Context: an optimization exercise on an open-source flow, tuned for small area, a short achievable clock period and few clock cycles per item. The choices shown serve that exercise and are no tape-out recipe.
Only simulation tests tie the RTL to the original design; equivalence was not proved.

==> flow/design.v <==
module lbm_macroscopic #(
  parameter int GRID_DIM        = 256,
  parameter int DATA_WIDTH      = 64,
  parameter int FRACTIONAL_BITS = 56,
  parameter int ADDRESS_WIDTH   = $clog2(GRID_DIM),
  parameter int DATA_WIDTH_F    = 9*DATA_WIDTH
) (
  input  logic                     CLOCK_50,
  input  logic                     RESET,
  input  logic                     in_valid,
  output logic                     in_ready,
  input  logic [DATA_WIDTH_F-1:0]  fin,
  input  logic [ADDRESS_WIDTH-1:0] in_addr,
  output logic                     out_valid,
  input  logic                     out_ready,
  output logic [DATA_WIDTH-1:0]    rho,
  output logic [DATA_WIDTH-1:0]    ux,
  output logic [DATA_WIDTH-1:0]    uy,
  output logic [ADDRESS_WIDTH-1:0] out_addr,
  output logic                     div_zero,
  output logic                     sat,
  output logic                     frame_done
);
  localparam logic [ADDRESS_WIDTH-1:0] LAST = ADDRESS_WIDTH'(GRID_DIM-1);
  function automatic [1:0] ctz4(input [3:0] d);
    ctz4 = d[0] ? 2'd0 : d[1] ? 2'd1 : d[2] ? 2'd2 : 2'd3;
  endfunction
  logic       rd_run;       
  logic [4:0] sc;           
  logic       hold_s;       
  logic       v2;           
  logic [4:0] i2;           
  logic [1:0] post;         
  logic       full;         
  logic       load;
  logic [3:0] fd [9];       
  logic [63:0] rr;          
  logic [63:0] vx, vy;      
  logic [7:0]  vlox, vloy;  
  logic [3:0]  cr;          
  logic [2:0]  cx, cy;      
  logic        bx, by;      
  logic        nx, ny;      
  logic        zx, zy;       
  logic        ltx, lty;    
  logic        gex, gey;    
  logic        rnz;         
  logic        tf;          
  logic [5:0]  t;           
  logic [ADDRESS_WIDTH-1:0] addr_s;
  logic        p2, first2, lo2;
  logic [3:0]  di;
  logic [7:0]  rs;
  logic [6:0]  ax, ay;
  logic [3:0]  nmx, nmy;
  logic [3:0]  gx [6], gy [6];   
  logic [4:0]  dx, dy;
  logic [3:0]  csub;
  logic [3:0]  r7;
  logic        bz, skipb, dz_s;
  assign p2     = i2[4];
  assign di     = i2[3:0];
  assign first2 = di == 4'd0;
  assign lo2    = di < 4'd2;
  assign nmx    = {4{p2 & nx}};
  assign nmy    = {4{p2 & ny}};
  assign bz     = tf & (t[5:3] != 3'b111);
  always_comb begin
    rs = 8'(fd[0]) + 8'(fd[1]) + 8'(fd[2]) + 8'(fd[3]) + 8'(fd[4]) + 8'(fd[5]) +
         8'(fd[6]) + 8'(fd[7]) + 8'(fd[8]) + (first2 ? 8'd0 : 8'(cr));
    gx[0] = fd[1] ^ nmx;  gx[1] = fd[5] ^ nmx;  gx[2] = fd[8] ^ nmx;
    gx[3] = ~fd[3] ^ nmx; gx[4] = ~fd[6] ^ nmx; gx[5] = ~fd[7] ^ nmx;
    gy[0] = fd[2] ^ nmy;  gy[1] = fd[5] ^ nmy;  gy[2] = fd[6] ^ nmy;
    gy[3] = ~fd[4] ^ nmy; gy[4] = ~fd[7] ^ nmy; gy[5] = ~fd[8] ^ nmy;
    ax = first2 ? 7'd3 : 7'(cx);
    ay = first2 ? 7'd3 : 7'(cy);
    for (int k = 0; k < 6; k++) begin
      ax = ax + 7'(gx[k]);
      ay = ay + 7'(gy[k]);
    end
    csub = lo2 ? rr[59:56] : 4'd0;
    dx = {1'b0, ax[3:0]} - {1'b0, nx ? csub : 4'd0} -
         5'(first2 ? (nx & bz) : bx);
    dy = {1'b0, ay[3:0]} - {1'b0, ny ? csub : 4'd0} -
         5'(first2 ? (ny & bz) : by);
    r7 = (di == 4'd0) ? 4'd0 : (di == 4'd1) ? {rr[60], 3'd0} : rr[60:57];
  end
  assign dz_s  = rr[63] | ~rnz;
  assign skipb = dz_s | ((ltx | zx) & (lty | zy));
  always_ff @(posedge CLOCK_50 or negedge RESET) begin
    if (!RESET) begin
      rd_run   <= 1'b0;
      sc       <= '0;
      in_ready <= 1'b0;
      v2       <= 1'b0;
      i2       <= '0;
      hold_s   <= 1'b0;
      post     <= '0;
      full     <= 1'b0;
    end else begin
      v2       <= rd_run;
      i2       <= sc;
      in_ready <= rd_run && sc == 5'd30;
      if (rd_run) begin
        sc <= sc + 5'd1;
        if (sc == 5'd31) rd_run <= 1'b0;
      end else if (in_valid && !hold_s) begin
        rd_run <= 1'b1;
      end
      if (rd_run && sc == 5'd31) hold_s <= 1'b1;
      else if (load)             hold_s <= 1'b0;
      if (v2 && i2 == 5'd31) post <= 2'd1;
      else if (post == 2'd1)  post <= skipb ? 2'd0 : 2'd2;
      else if (post == 2'd2)  post <= 2'd3;
      else if (post == 2'd3)  post <= 2'd0;
      if ((post == 2'd1 && skipb) || post == 2'd3) full <= 1'b1;
      else if (load)                               full <= 1'b0;
    end
  end
  always_ff @(posedge CLOCK_50) begin
    for (int k = 0; k < 9; k++) fd[k] <= fin[k*64 + 4*sc[3:0] +: 4];
    if (rd_run && sc == 5'd31) addr_s <= in_addr;
    if (v2) begin
      cr <= rs[7:4];
      cx <= ax[6:4];
      cy <= ay[6:4];
      if (!p2) begin
        rr <= {rs[3:0], rr[63:4]};
        if (first2) rnz <= |rs[3:0];
        else        rnz <= rnz | (|rs[3:0]);
        if (first2 || !tf) begin
          tf <= |rs[3:0];
          t  <= {di, ctz4(rs[3:0])};
        end
        if (di == 4'd15) begin
          nx <= ax[3];
          ny <= ay[3];
        end
      end else begin
        rr <= {rr[3:0], rr[63:4]};
        vx <= {dx[3:0], vx[63:4]};
        vy <= {dy[3:0], vy[63:4]};
        bx <= dx[4];
        by <= dy[4];
        if (di == 4'd15) begin
          zx <= nx & dx[4];
          zy <= ny & dy[4];
        end
        ltx <= (dx[3:0] < rr[3:0]) | ((dx[3:0] == rr[3:0]) & ~first2 & ltx);
        lty <= (dy[3:0] < rr[3:0]) | ((dy[3:0] == rr[3:0]) & ~first2 & lty);
        gex <= (ax[3:0] > r7) | ((ax[3:0] == r7) & (first2 | gex));
        gey <= (ay[3:0] > r7) | ((ay[3:0] == r7) & (first2 | gey));
        if (first2) begin
          vlox <= '0;
          vloy <= '0;
        end
      end
    end else if (post[1]) begin
      vx   <= {4'd0, vx[63:4]};
      vy   <= {4'd0, vy[63:4]};
      vlox <= {vx[3:0], vlox[7:4]};
      vloy <= {vy[3:0], vloy[7:4]};
    end
  end
  logic        busy, ov;
  logic [6:0]  cnt;
  logic [63:0] dvs;
  logic [63:0] remx, remy, ax_q, ay_q;
  logic        ngx, ngy, stx, sty, zrx, zry, lq;
  logic [5:0]  td;
  logic [63:0] sumx, sumy, opx, opy;
  logic        sbx, sby, ox, oy, fst, lst, cix, ciy;
  logic [5:0]  pn;
  logic        lbit;
  logic        sat_x, sat_y, top_x, top_y;
  assign load = full & ~busy & (~ov | out_ready);
  assign sat_x = ~dz_s & gex & (rr[62:57] == 6'd0);
  assign sat_y = ~dz_s & gey & (rr[62:57] == 6'd0);
  assign top_x = skipb & nx & ~(dz_s | zx);
  assign top_y = skipb & ny & ~(dz_s | zy);
  assign fst = cnt == 7'd64;
  assign lst = cnt == 7'd1;
  assign sbx = ax_q[63] | (ngx & lq);
  assign sby = ay_q[63] | (ngy & lq);
  assign opx = remx[63] ? dvs : ~dvs;
  assign opy = remy[63] ? dvs : ~dvs;
  assign cix  = ~remx[63];
  assign ciy  = ~remy[63];
  assign sumx = {remx[62:0], sbx} + opx + 64'(cix);
  assign sumy = {remy[62:0], sby} + opy + 64'(ciy);
  assign ox = stx ? (ngx ? (fst | lst) : ~fst) : ~zrx & (~sumx[63] ^ ngx);
  assign oy = sty ? (ngy ? (fst | lst) : ~fst) : ~zry & (~sumy[63] ^ ngy);
  assign pn   = 6'(cnt - 7'd2);
  assign lbit = (pn < 6'd56) & (dvs[pn] ^ (pn > td));
  always_ff @(posedge CLOCK_50 or negedge RESET) begin
    if (!RESET) begin
      busy       <= 1'b0;
      ov         <= 1'b0;
      cnt        <= '0;
      frame_done <= 1'b0;
    end else begin
      frame_done <= ov & out_ready & (out_addr == LAST);
      if (load) begin
        busy <= ~dz_s;
        ov   <= dz_s;
        cnt  <= skipb ? 7'd56 : 7'd64;
      end else begin
        if (ov && out_ready) ov <= 1'b0;
        if (busy) begin
          cnt <= cnt - 7'd1;
          if (lst) begin
            busy <= 1'b0;
            ov   <= 1'b1;
          end
        end
      end
    end
  end
  always_ff @(posedge CLOCK_50) begin
    if (load) begin
      dvs      <= rr;
      remx     <= vx;
      remy     <= vy;
      ax_q     <= {vlox, 48'd0, {8{top_x}}};
      ay_q     <= {vloy, 48'd0, {8{top_y}}};
      ngx      <= nx;
      ngy      <= ny;
      stx      <= sat_x;
      sty      <= sat_y;
      zrx      <= dz_s | zx;
      zry      <= dz_s | zy;
      td       <= t;
      lq       <= skipb & (rr[55] ^ (t < 6'd55));
      out_addr <= addr_s;
      div_zero <= dz_s;
      sat      <= sat_x | sat_y;
    end else if (busy) begin
      remx <= sumx;
      remy <= sumy;
      ax_q <= {ax_q[62:0], ox};
      ay_q <= {ay_q[62:0], oy};
      lq   <= lbit;
    end
  end
  assign out_valid = ov;
  assign rho = dvs;
  assign ux  = ax_q;
  assign uy  = ay_q;
endmodule
==> flow/run.sh <==
#!/bin/bash
# synth_recipe.tcl (not shown) runs the flow's synth.tcl, then flattens the netlist and writes it again
# the make line also repeats each setting of config.mk as NAME=value (left out here)
make -C /OpenROAD-flow-scripts/flow DESIGN_CONFIG=/design/flow/config.mk WORK_HOME=/design/flow/orfs CLKGATE_MAP_FILE= SYNTH_SCRIPT=/design/flow/synth_recipe.tcl finish
==> flow/config.mk <==
export PLATFORM = sky130hd
export DESIGN_NAME = lbm_macroscopic
export DESIGN_NICKNAME = lbm_macroscopic
export VERILOG_FILES = /design/flow/design.v
export SDC_FILE = /design/flow/constraint.sdc
export NUM_CORES = 4
export LEC_CHECK = 0
export CAP_MARGIN = 20
export CORE_MARGIN = 2
export CORE_UTILIZATION = 40
export SLEW_MARGIN = 20
==> flow/constraint.sdc <==
create_clock -name core_clock -period 8.0 [get_ports {CLOCK_50}]
set_input_delay 1.6000 -clock core_clock [delete_from_list [all_inputs] [get_ports {CLOCK_50}]]
set_output_delay 1.6000 -clock core_clock [all_outputs]
set_load 0.01 [all_outputs]
==> results.sh <==
export IMPL_syn_inst=3202
export IMPL_yosys_top_cells_area="edfxtp_1, mux4_2, dfxtp_1"
export IMPL_layout_drive_gt1_share=0.0942
export IMPL_numCtsBuffers=74
export IMPL_htree_levels=3
export IMPL_async_flop_share=0.0415
export IMPL_synth_most_common_cell="edfxtp_1"
export IMPL_die_height_um=315
export IMPL_path_max_fanout=23
export IMPL_clock_sinks=650
export IMPL_finClkSkew_ns=0.0321
export IMPL_routed_via_density=5.53
export IMPL_post_route_period_util=0.773
export IMPL_slowest_delay_ns=0.67
export IMPL_firstDrtPassIters=6
export IMPL_detail_route_iter0_violations=2277
export IMPL_fillerInstances=8390
export IMPL_dp_worst_setup_slack_ns=1.84
export IMPL_crit_slowest_cell="nand2_1"
export IMPL_crit_top_cell="ha_1"
export IMPL_die_w_um=315
export IMPL_relSlewSlack=0.181
export IMPL_detailed_place_hpwl_um=101000
export IMPL_gp_congestion=0.914
export IMPL_fin_nets=4763
export IMPL_ios=793
export IMPL_post_route_drc_count=0
export IMPL_post_cts_buffers=0
export IMPL_io_buffers=792
export IMPL_ys_seq_area_frac=0.468
export IMPL_cp_required_ns=8.44
export IMPL_synth_cell_area_um2=38600
export IMPL_critPathLaunchType="flop"
export IMPL_drv_cap=0
export IMPL_rsz0062_at_grt="no"
export IMPL_yosys_top_cells_count="edfxtp_1, a21oi_1, xnor2_1"
export IMPL_drt_wl_total_um=129000
export IMPL_status="no timing/DRC/antenna violations"
export IMPL_hold_class="reg -> reg"
export IMPL_layout_setup_ws_ns=1.81
export IMPL_synth_top_area_frac=0.382
export IMPL_grt_pass1_wl_um=188000
export IMPL_core_um2=95300
export IMPL_start_util=0.405
export IMPL_synth_top_area_cell="edfxtp_1"
export IMPL_ctsRootBufferMaster="clkbuf_16"
export IMPL_synth_cell_type_count=71
export IMPL_setup_violations=0
export IMPL_setup_tns_ns=0
export IMPL_clk_latency_ns=0.64
export IMPL_synth_edf_count=491
export IMPL_ys_ff_latch=650
export IMPL_synth_nets=4054
export IMPL_max_freq_mhz=162
export IMPL_arrival_ns=6.62
export IMPL_vias=28981
export IMPL_period_minus_slack_ns=6.19
export IMPL_hold_viol=0
export IMPL_critical_path_class="reg -> reg"
export IMPL_dp_cells=5100
export IMPL_final_util=0.528
export IMPL_cts_reportedPaths_clkPinSlew_ns=0.06
export IMPL_finalMaxSlewViolations=0
export IMPL_grt_max_degree=200
export IMPL_ant_nets=0
export IMPL_synth_warnings=4
export IMPL_instances_no_fill=5244
export IMPL_overflow=0
export IMPL_syn2layout_area_growth_pct=30.4
export IMPL_syn_area_per_cell_um2=12.1
export IMPL_cts_tree="yes"
export IMPL_wl_per_cell_um=24.5
export IMPL_cts_resized=0
export IMPL_cts_buffer_depth=3
export IMPL_crit_path_end_kind="flop"
export IMPL_antenna_found_initial=22
export IMPL_gr_usage_all_layers=0.254
export IMPL_die_area_um2=99000
export IMPL_cp_cell_sequence="nand2_1 > xor2_1 > fa_1 > fa_1 > fa_1 > inv_1 > ha_1 > ha_1 > inv_1 > fa_1 > xnor2_1 > inv_1 > ha_1 > inv_1 > ha_1 > xnor2_1 > ha_1 > nand2_1 > o32ai_1"
export IMPL_critPathBufInv=4
export IMPL_worstMarginPinSlew_ns=1.23
export IMPL_grt_pass1_vias=29115
export IMPL_cts_hold_buf=0
export IMPL_rows=113
export IMPL_path_delay_family="adder cells"
export IMPL_synth_main_ff_cell="edfxtp_1"
[worst reg2reg max path, stage by stage, from the launching register on]
cell     delay (ns)
dfrtp_1        0.58
nand2_1        0.67
xor2_1         0.37
fa_1           0.62
fa_1           0.45
fa_1           0.49
inv_1          0.04
ha_1           0.26
ha_1           0.16
inv_1          0.06
fa_1           0.45
xnor2_1        0.37
inv_1          0.10
ha_1           0.29
inv_1          0.04
ha_1           0.30
xnor2_1        0.16
ha_1           0.31
nand2_1        0.06
o32ai_1        0.24
[per-stage QoR]
step                      area (um2)  hold slack [ns]
final                          50300            0.418
after global routing           50300            0.423
after CTS                      50300            0.417
after detailed placement       47700            0.405
after global placement         47700            0.400
after floorplan                38600            0.352
[cells by family after synthesis]
group | synth area share
flops | 0.468
xor+xnor | 0.0685
compound gates | 0.128
fa+ha+maj | 0.0973
buf+inv | 0.0327
simple gates | 0.0848
mux | 0.121
[final cells by class]
type                            instances  area [um2]  area share
Multi-Input combinational cell       2220       19300       0.384
Sequential cell                       650       18100       0.359
Timing Repair Buffer                  815        8160       0.162
Clock buffer                           92        1980      0.0394
Tap cell                             1265        1580      0.0315
Clock inverter                         43         606      0.0120
Inverter                              150         573      0.0114
Antenna cell                            9        22.5    0.000448
[state kept, by name (all words and copies together) (netlist names), 4 cells and up]
name	flops
i2	5
t	6
sc	5
dvs	64
vloy	8
cr	4
vlox	8
fd	36
td	6
addr_s	8
vx	64
remy	64
cnt	7
rr	64
remx	64
ay_q	64
out_addr	8
vy	64
ax_q	64
[worst paths after layout]
| path | slack (ns) | to | startpoint | cells after the start |
|---|---|---|---|---|
| max | 1.81 | lty | i2[4] | 19 |
| min | 0.42 | out_addr[1] | addr_s[1] | 0 |
| max reg2reg | 1.81 | lty | i2[4] | 19 |
| min reg2reg | 0.42 | out_addr[1] | addr_s[1] | 0 |
| max in group asynchronous | 6.40 | v2 | RESET | 1 |
| min in group asynchronous | 1.04 | sc[0] | RESET | 1 |
[layer usage]
layer	wire (um)	vias up	GRT usage	part of all wire
li1	-	13456	-	-
met4	4630	4	0.0918	0.036
met2	64200	1016	0.434	0.50
met3	8410	186	0.0393	0.065
met5	24	-	0	0.00019
met1	51400	14319	0.327	0.40
[placed cells by master (no fill, tap or decap), drive strengths merged, types with 17 or more instances in the layout]
master and count:
o31ai 17, and3 25, dfxtp 132, fa 59
nor2 211, nand2 200, clkbuf 92, nand2b 22
and2 26, xor2 80, dfrtp 27, a22o 116
o21ai 103, edfxtp 491, nand3 47, xnor2 222
a21oi 236, a21o 89, buf 24, mux4 200
nand4 36, clkdlybuf4s50 791, nor3 40, a211oi 27
o21bai 34, inv 162, a31oi 22, nor2b 39
ha 205
Testbench counts, summed over its fixed seeds: cycles 22,176, items 384.

[separate check: timing with driven ports]
How much do the figures lean on ideal ports? The routed layout below was timed once more, with nothing changed but the port constraints.
Step 1: set_driving_cell puts a clkbuf_16 on CLOCK_50 and a buf_2 on each other input, an assumption about the parent block.
Step 2 adds t to the input delays and takes it off the output delays; t is the mean of the earliest and latest rising clock arrival at the registers after step 1. Input paths then give back, and output paths get back, about the clock's delay inside the block.
a / b / c = ideal / step 1 / step 2; a / b = the first two.
shift t [ns]: 0.676
setup WS [ns]: 1.814 / 1.814 / 1.814
worst setup path after step 2: register to register
clock arrival spread, ns: 0.032 / 0.032
worst data-port slew with drivers (ns): 0.33
After both steps this run still meets setup and hold. For this run, drivers alone change the setup slack by 0.000 ns; drivers and shift together by 0.000 ns.
